This is an optimization exercise on Yosys and OpenROAD, whose aim is a short achievable clock period and few clock cycles per item, not a production implementation. The RTL was checked by simulation tests, not by an equivalence proof against the original design.

== the previous run ==
==> flow/design.v <==
`default_nettype none
package modexp_pkg;
    localparam int CFG_DATA_W = 32;
    localparam int CFG_IDX_W  = 2;
    localparam logic [CFG_IDX_W-1:0] CFG_EXPONENT = 2'd0;
    localparam logic [CFG_IDX_W-1:0] CFG_MODULUS  = 2'd1;
    localparam logic [CFG_DATA_W-1:0] EXPONENT_RESET = 32'd17;
    localparam logic [CFG_DATA_W-1:0] MODULUS_RESET  = 32'd3233;
    typedef enum logic [1:0] {
        MUL_BASE,     
        MUL_ACC_SQ,   
        MUL_SQ_SQ     
    } t_mul_op;
    typedef enum logic [1:0] {
        RES_BASE,
        RES_ZERO,
        RES_ACC
    } t_res_sel;
    typedef struct packed {
        logic     load;     
        logic     mul;      
        logic     red;      
        logic     wb;       
        logic     shift;    
        logic     res_we;   
        t_mul_op  op;
        t_res_sel res_sel;
    } t_dp_cmd;
    typedef struct packed {
        logic exp_lt2;
        logic mod_lt2;
        logic exp_lsb;
        logic exp_hi_zero;
    } t_dp_stat;
endpackage
`default_nettype wire
`default_nettype none
module modexp_ctrl
#(
    parameter int VALUE_WIDTH = 32
) (
    input  wire logic     i_clk,
    input  wire logic     i_rst_n,
    input  wire logic     i_start,
    input  modexp_pkg::t_dp_stat i_stat,
    output modexp_pkg::t_dp_cmd  o_cmd,
    output logic          o_busy,
    output logic          o_done
);
    localparam int CNT_W = $clog2(2 * VALUE_WIDTH);
    localparam logic [CNT_W-1:0] CNT_LAST = CNT_W'(VALUE_WIDTH - 1);
    typedef enum logic [2:0] {
        S_IDLE,
        S_CHECK,
        S_MUL,
        S_RED,
        S_WB,
        S_BIT,
        S_NEXT
    } t_state;
    t_state           r_state, n_state;
    modexp_pkg::t_mul_op          r_op, n_op;
    logic [CNT_W-1:0] r_cnt, n_cnt;
    logic             r_done, n_done;
    always_comb begin
        n_state = r_state;
        n_op    = r_op;
        n_cnt   = r_cnt;
        n_done  = 1'b0;
        o_cmd   = '0;
        o_cmd.op      = r_op;
        o_cmd.res_sel = modexp_pkg::RES_ACC;
        case (r_state)
            S_IDLE: begin
                if (i_start) begin
                    o_cmd.load = 1'b1;
                    n_state    = S_CHECK;
                end
            end
            S_CHECK: begin
                if (i_stat.exp_lt2) begin
                    o_cmd.res_we  = 1'b1;
                    o_cmd.res_sel = modexp_pkg::RES_BASE;
                    n_done        = 1'b1;
                    n_state       = S_IDLE;
                end else if (i_stat.mod_lt2) begin
                    o_cmd.res_we  = 1'b1;
                    o_cmd.res_sel = modexp_pkg::RES_ZERO;
                    n_done        = 1'b1;
                    n_state       = S_IDLE;
                end else begin
                    n_op    = modexp_pkg::MUL_BASE;
                    n_state = S_MUL;
                end
            end
            S_MUL: begin
                o_cmd.mul = 1'b1;
                n_cnt     = '0;
                n_state   = S_RED;
            end
            S_RED: begin
                o_cmd.red = 1'b1;
                n_cnt     = r_cnt + CNT_W'(1);
                if (r_cnt == CNT_LAST) begin
                    n_state = S_WB;
                end
            end
            S_WB: begin
                o_cmd.wb = 1'b1;
                case (r_op)
                    modexp_pkg::MUL_BASE:   n_state = S_BIT;
                    modexp_pkg::MUL_ACC_SQ: n_state = S_NEXT;
                    modexp_pkg::MUL_SQ_SQ: begin
                        o_cmd.shift = 1'b1;
                        n_state     = S_BIT;
                    end
                    default:    n_state = S_IDLE;
                endcase
            end
            S_BIT: begin
                if (i_stat.exp_lsb) begin
                    n_op    = modexp_pkg::MUL_ACC_SQ;
                    n_state = S_MUL;
                end else begin
                    n_state = S_NEXT;
                end
            end
            S_NEXT: begin
                if (i_stat.exp_hi_zero) begin
                    o_cmd.res_we  = 1'b1;
                    o_cmd.res_sel = modexp_pkg::RES_ACC;
                    n_done        = 1'b1;
                    n_state       = S_IDLE;
                end else begin
                    n_op    = modexp_pkg::MUL_SQ_SQ;
                    n_state = S_MUL;
                end
            end
            default: n_state = S_IDLE;
        endcase
    end
    always_ff @(posedge i_clk) begin
        if (!i_rst_n) begin
            r_state <= S_IDLE;
            r_op    <= modexp_pkg::MUL_BASE;
            r_cnt   <= '0;
            r_done  <= 1'b0;
        end else begin
            r_state <= n_state;
            r_op    <= n_op;
            r_cnt   <= n_cnt;
            r_done  <= n_done;
        end
    end
    assign o_busy = (r_state != S_IDLE);
    assign o_done = r_done;
endmodule
`default_nettype wire
`default_nettype none
module modexp_dp
#(
    parameter int VALUE_WIDTH = 32
) (
    input  wire logic                   i_clk,
    input  wire logic                   i_rst_n,
    input  modexp_pkg::t_dp_cmd         i_cmd,
    input  wire logic [VALUE_WIDTH-1:0] i_base_value,
    input  wire logic                   i_is_last,
    input  wire logic [VALUE_WIDTH-1:0] i_exponent,
    input  wire logic [VALUE_WIDTH-1:0] i_modulus,
    output modexp_pkg::t_dp_stat        o_stat,
    output logic [VALUE_WIDTH-1:0]      o_power_value,
    output logic                        o_last_out
);
    localparam int W = VALUE_WIDTH;
    logic [W-1:0]   r_base, r_exp, r_acc, r_sq, r_rem, r_result;
    logic [2*W-1:0] r_prod;
    logic           r_last, r_last_out;
    logic [W-1:0]   mul_a, mul_b, rem_mid, rem_next;
    logic [2*W-1:0] prod;
    logic [W:0]     trial, trial2;
    always_comb begin
        case (i_cmd.op)
            modexp_pkg::MUL_BASE: begin
                mul_a = r_base;
                mul_b = W'(1);
            end
            modexp_pkg::MUL_ACC_SQ: begin
                mul_a = r_acc;
                mul_b = r_sq;
            end
            modexp_pkg::MUL_SQ_SQ: begin
                mul_a = r_sq;
                mul_b = r_sq;
            end
            default: begin
                mul_a = r_sq;
                mul_b = r_sq;
            end
        endcase
    end
    assign prod = (2*W)'(mul_a) * (2*W)'(mul_b);
    assign trial    = {r_rem, r_prod[2*W-1]};
    assign rem_mid  = (trial >= {1'b0, i_modulus}) ? W'(trial - {1'b0, i_modulus})
                                                   : trial[W-1:0];
    assign trial2   = {rem_mid, r_prod[2*W-2]};
    assign rem_next = (trial2 >= {1'b0, i_modulus}) ? W'(trial2 - {1'b0, i_modulus})
                                                    : trial2[W-1:0];
    always_ff @(posedge i_clk) begin
        if (i_cmd.load) begin
            r_base <= i_base_value;
            r_exp  <= i_exponent;
            r_acc  <= W'(1);
            r_last <= i_is_last;
        end
        if (i_cmd.mul) begin
            r_prod <= prod;
            r_rem  <= '0;
        end
        if (i_cmd.red) begin
            r_prod <= {r_prod[2*W-3:0], 2'b00};
            r_rem  <= rem_next;
        end
        if (i_cmd.wb) begin
            if (i_cmd.op == modexp_pkg::MUL_ACC_SQ) begin
                r_acc <= r_rem;
            end else begin
                r_sq <= r_rem;
            end
        end
        if (i_cmd.shift) begin
            r_exp <= {1'b0, r_exp[W-1:1]};
        end
        if (i_cmd.res_we) begin
            r_last_out <= r_last;
            case (i_cmd.res_sel)
                modexp_pkg::RES_BASE: r_result <= r_base;
                modexp_pkg::RES_ZERO: r_result <= '0;
                modexp_pkg::RES_ACC:  r_result <= r_acc;
                default:  r_result <= '0;
            endcase
        end
    end
    assign o_stat.exp_lt2     = (i_exponent[W-1:1] == '0);
    assign o_stat.mod_lt2     = (i_modulus[W-1:1] == '0);
    assign o_stat.exp_lsb     = r_exp[0];
    assign o_stat.exp_hi_zero = (r_exp[W-1:1] == '0);
    assign o_power_value = r_result;
    assign o_last_out    = r_last_out;
endmodule
`default_nettype wire
`default_nettype none
module modular_exponentiation_unit
#(
    parameter int VALUE_WIDTH = 32
) (
    input  wire logic                   i_clk,
    input  wire logic                   i_rst_n,
    input  wire logic                   i_start,
    input  wire logic [VALUE_WIDTH-1:0] i_base_value,
    input  wire logic                   i_is_last,
    output logic                        o_busy,
    output logic                        o_done,
    output logic [VALUE_WIDTH-1:0]      o_power_value,
    output logic                        o_last_out,
    input  wire logic                   i_cfg_we,
    input  wire logic [modexp_pkg::CFG_IDX_W-1:0]  i_cfg_index,
    input  wire logic [modexp_pkg::CFG_DATA_W-1:0] i_cfg_data
);
    logic [VALUE_WIDTH-1:0] r_exponent, r_modulus;
    modexp_pkg::t_dp_cmd                cmd;
    modexp_pkg::t_dp_stat               stat;
    always_ff @(posedge i_clk) begin
        if (!i_rst_n) begin
            r_exponent <= modexp_pkg::EXPONENT_RESET[VALUE_WIDTH-1:0];
            r_modulus  <= modexp_pkg::MODULUS_RESET[VALUE_WIDTH-1:0];
        end else if (i_cfg_we) begin
            case (i_cfg_index)
                modexp_pkg::CFG_EXPONENT: r_exponent <= i_cfg_data[VALUE_WIDTH-1:0];
                modexp_pkg::CFG_MODULUS:  r_modulus  <= i_cfg_data[VALUE_WIDTH-1:0];
                default: ;
            endcase
        end
    end
    modexp_ctrl #(
        .VALUE_WIDTH(VALUE_WIDTH)
    ) u_ctrl (
        .i_clk   (i_clk),
        .i_rst_n (i_rst_n),
        .i_start (i_start),
        .i_stat  (stat),
        .o_cmd   (cmd),
        .o_busy  (o_busy),
        .o_done  (o_done)
    );
    modexp_dp #(
        .VALUE_WIDTH(VALUE_WIDTH)
    ) u_dp (
        .i_clk         (i_clk),
        .i_rst_n       (i_rst_n),
        .i_cmd         (cmd),
        .i_base_value  (i_base_value),
        .i_is_last     (i_is_last),
        .i_exponent    (r_exponent),
        .i_modulus     (r_modulus),
        .o_stat        (stat),
        .o_power_value (o_power_value),
        .o_last_out    (o_last_out)
    );
endmodule
`default_nettype wire
Settings: LEC_CHECK=0, CAP_MARGIN=20, CORE_MARGIN=2, CORE_UTILIZATION=40, SLEW_MARGIN=20; clock period 9.0 ns.
run.sh (not shown) runs the stock make flow with config.mk's settings and CLKGATE_MAP_FILE= SYNTH_SCRIPT=/design/flow/synth_recipe.tcl, a recipe that flattens the netlist after the stock synthesis.
Testbench counts of the previous run, summed over its fixed seeds: cycles 430,168, items 256.
The following lists how the current run was set up differently from the previous run:
--- a/flow/design.v
+++ b/flow/design.v
@@ -45,13 +45,13 @@
     input  modexp_pkg::t_dp_stat i_stat,
     output modexp_pkg::t_dp_cmd  o_cmd,
     output logic          o_busy,
     output logic          o_done
 );
     localparam int CNT_W = $clog2(2 * VALUE_WIDTH);
-    localparam logic [CNT_W-1:0] CNT_LAST = CNT_W'(VALUE_WIDTH - 1);
+    localparam logic [CNT_W-1:0] CNT_LAST = CNT_W'(VALUE_WIDTH / 2 - 1);
     typedef enum logic [2:0] {
         S_IDLE,
         S_CHECK,
         S_MUL,
         S_RED,
         S_WB,
@@ -173,15 +173,17 @@
     output logic                        o_last_out
 );
     localparam int W = VALUE_WIDTH;
     logic [W-1:0]   r_base, r_exp, r_acc, r_sq, r_rem, r_result;
     logic [2*W-1:0] r_prod;
     logic           r_last, r_last_out;
-    logic [W-1:0]   mul_a, mul_b, rem_mid, rem_next;
+    logic [W-1:0]   mul_a, mul_b, rem_next;
+    logic [W-1:0]   rem_s [0:4];
+    logic [W:0]     trial_s [0:3];
     logic [2*W-1:0] prod;
-    logic [W:0]     trial, trial2;
+    logic [W:0]     trial;
     always_comb begin
         case (i_cmd.op)
             modexp_pkg::MUL_BASE: begin
                 mul_a = r_base;
                 mul_b = W'(1);
             end
@@ -197,31 +199,35 @@
                 mul_a = r_sq;
                 mul_b = r_sq;
             end
         endcase
     end
     assign prod = (2*W)'(mul_a) * (2*W)'(mul_b);
-    assign trial    = {r_rem, r_prod[2*W-1]};
-    assign rem_mid  = (trial >= {1'b0, i_modulus}) ? W'(trial - {1'b0, i_modulus})
-                                                   : trial[W-1:0];
-    assign trial2   = {rem_mid, r_prod[2*W-2]};
-    assign rem_next = (trial2 >= {1'b0, i_modulus}) ? W'(trial2 - {1'b0, i_modulus})
-                                                    : trial2[W-1:0];
+    assign trial = trial_s[0];
+    always_comb begin
+        rem_s[0] = r_rem;
+        for (int k = 0; k < 4; k++) begin
+            trial_s[k]  = {rem_s[k], r_prod[2*W-1-k]};
+            rem_s[k+1]  = (trial_s[k] >= {1'b0, i_modulus}) ? W'(trial_s[k] - {1'b0, i_modulus})
+                                                            : trial_s[k][W-1:0];
+        end
+    end
+    assign rem_next = rem_s[4];
     always_ff @(posedge i_clk) begin
         if (i_cmd.load) begin
             r_base <= i_base_value;
             r_exp  <= i_exponent;
             r_acc  <= W'(1);
             r_last <= i_is_last;
         end
         if (i_cmd.mul) begin
             r_prod <= prod;
             r_rem  <= '0;
         end
         if (i_cmd.red) begin
-            r_prod <= {r_prod[2*W-3:0], 2'b00};
+            r_prod <= {r_prod[2*W-5:0], 4'b0000};
             r_rem  <= rem_next;
         end
         if (i_cmd.wb) begin
             if (i_cmd.op == modexp_pkg::MUL_ACC_SQ) begin
                 r_acc <= r_rem;
             end else begin
Findings:
STATUS run=the current run STAGES=ALL_DONE FINAL_CHECKS=FAILED CAUSE=setup timing. Taking the previous run as the reference, in the current run met1 track demand over resource in global routing saw an increase, utilization rose 6.2 points, mux cell area share after synthesis +1.3 points, area of the core grew by 9.2%. In the flow results for the previous run and the current run, the count of plain and timing-repair buffers is smaller on the previous run.
Testbench counts of the current run, summed over its fixed seeds: cycles 235,544, items 256.

## static timing again, ports no longer ideal
The results above use ideal ports. As a check the final layouts listed here were re-extracted and re-timed, cells and wires unchanged.
Step 1 sets driving cells, clkbuf_16 on the clock port and buf_2 on the other inputs (assumed; they add their load-dependent delay and slew).
Step 2 moves the port delays by t, midway between the first and last clock arrival at a register: inputs arrive t later, outputs are due t later. That takes back most of the time a late clock gives input paths.
Slacks: ideal / step 1 / step 2; pairs: ideal / step 1.
run	shift t [ns]	setup slack, ns	hold slack, ns	slew at the worst register clock pin (ns)	worst slew at a driven data input, ns
the previous run	0.657	0.278 / 0.278 / 0.278	0.426 / 0.426 / 0.426	0.08 / 0.08	0.05
the current run	0.706	-1.645 / -1.645 / -1.645	0.431 / 0.431 / 0.431	0.07 / 0.07	0.08
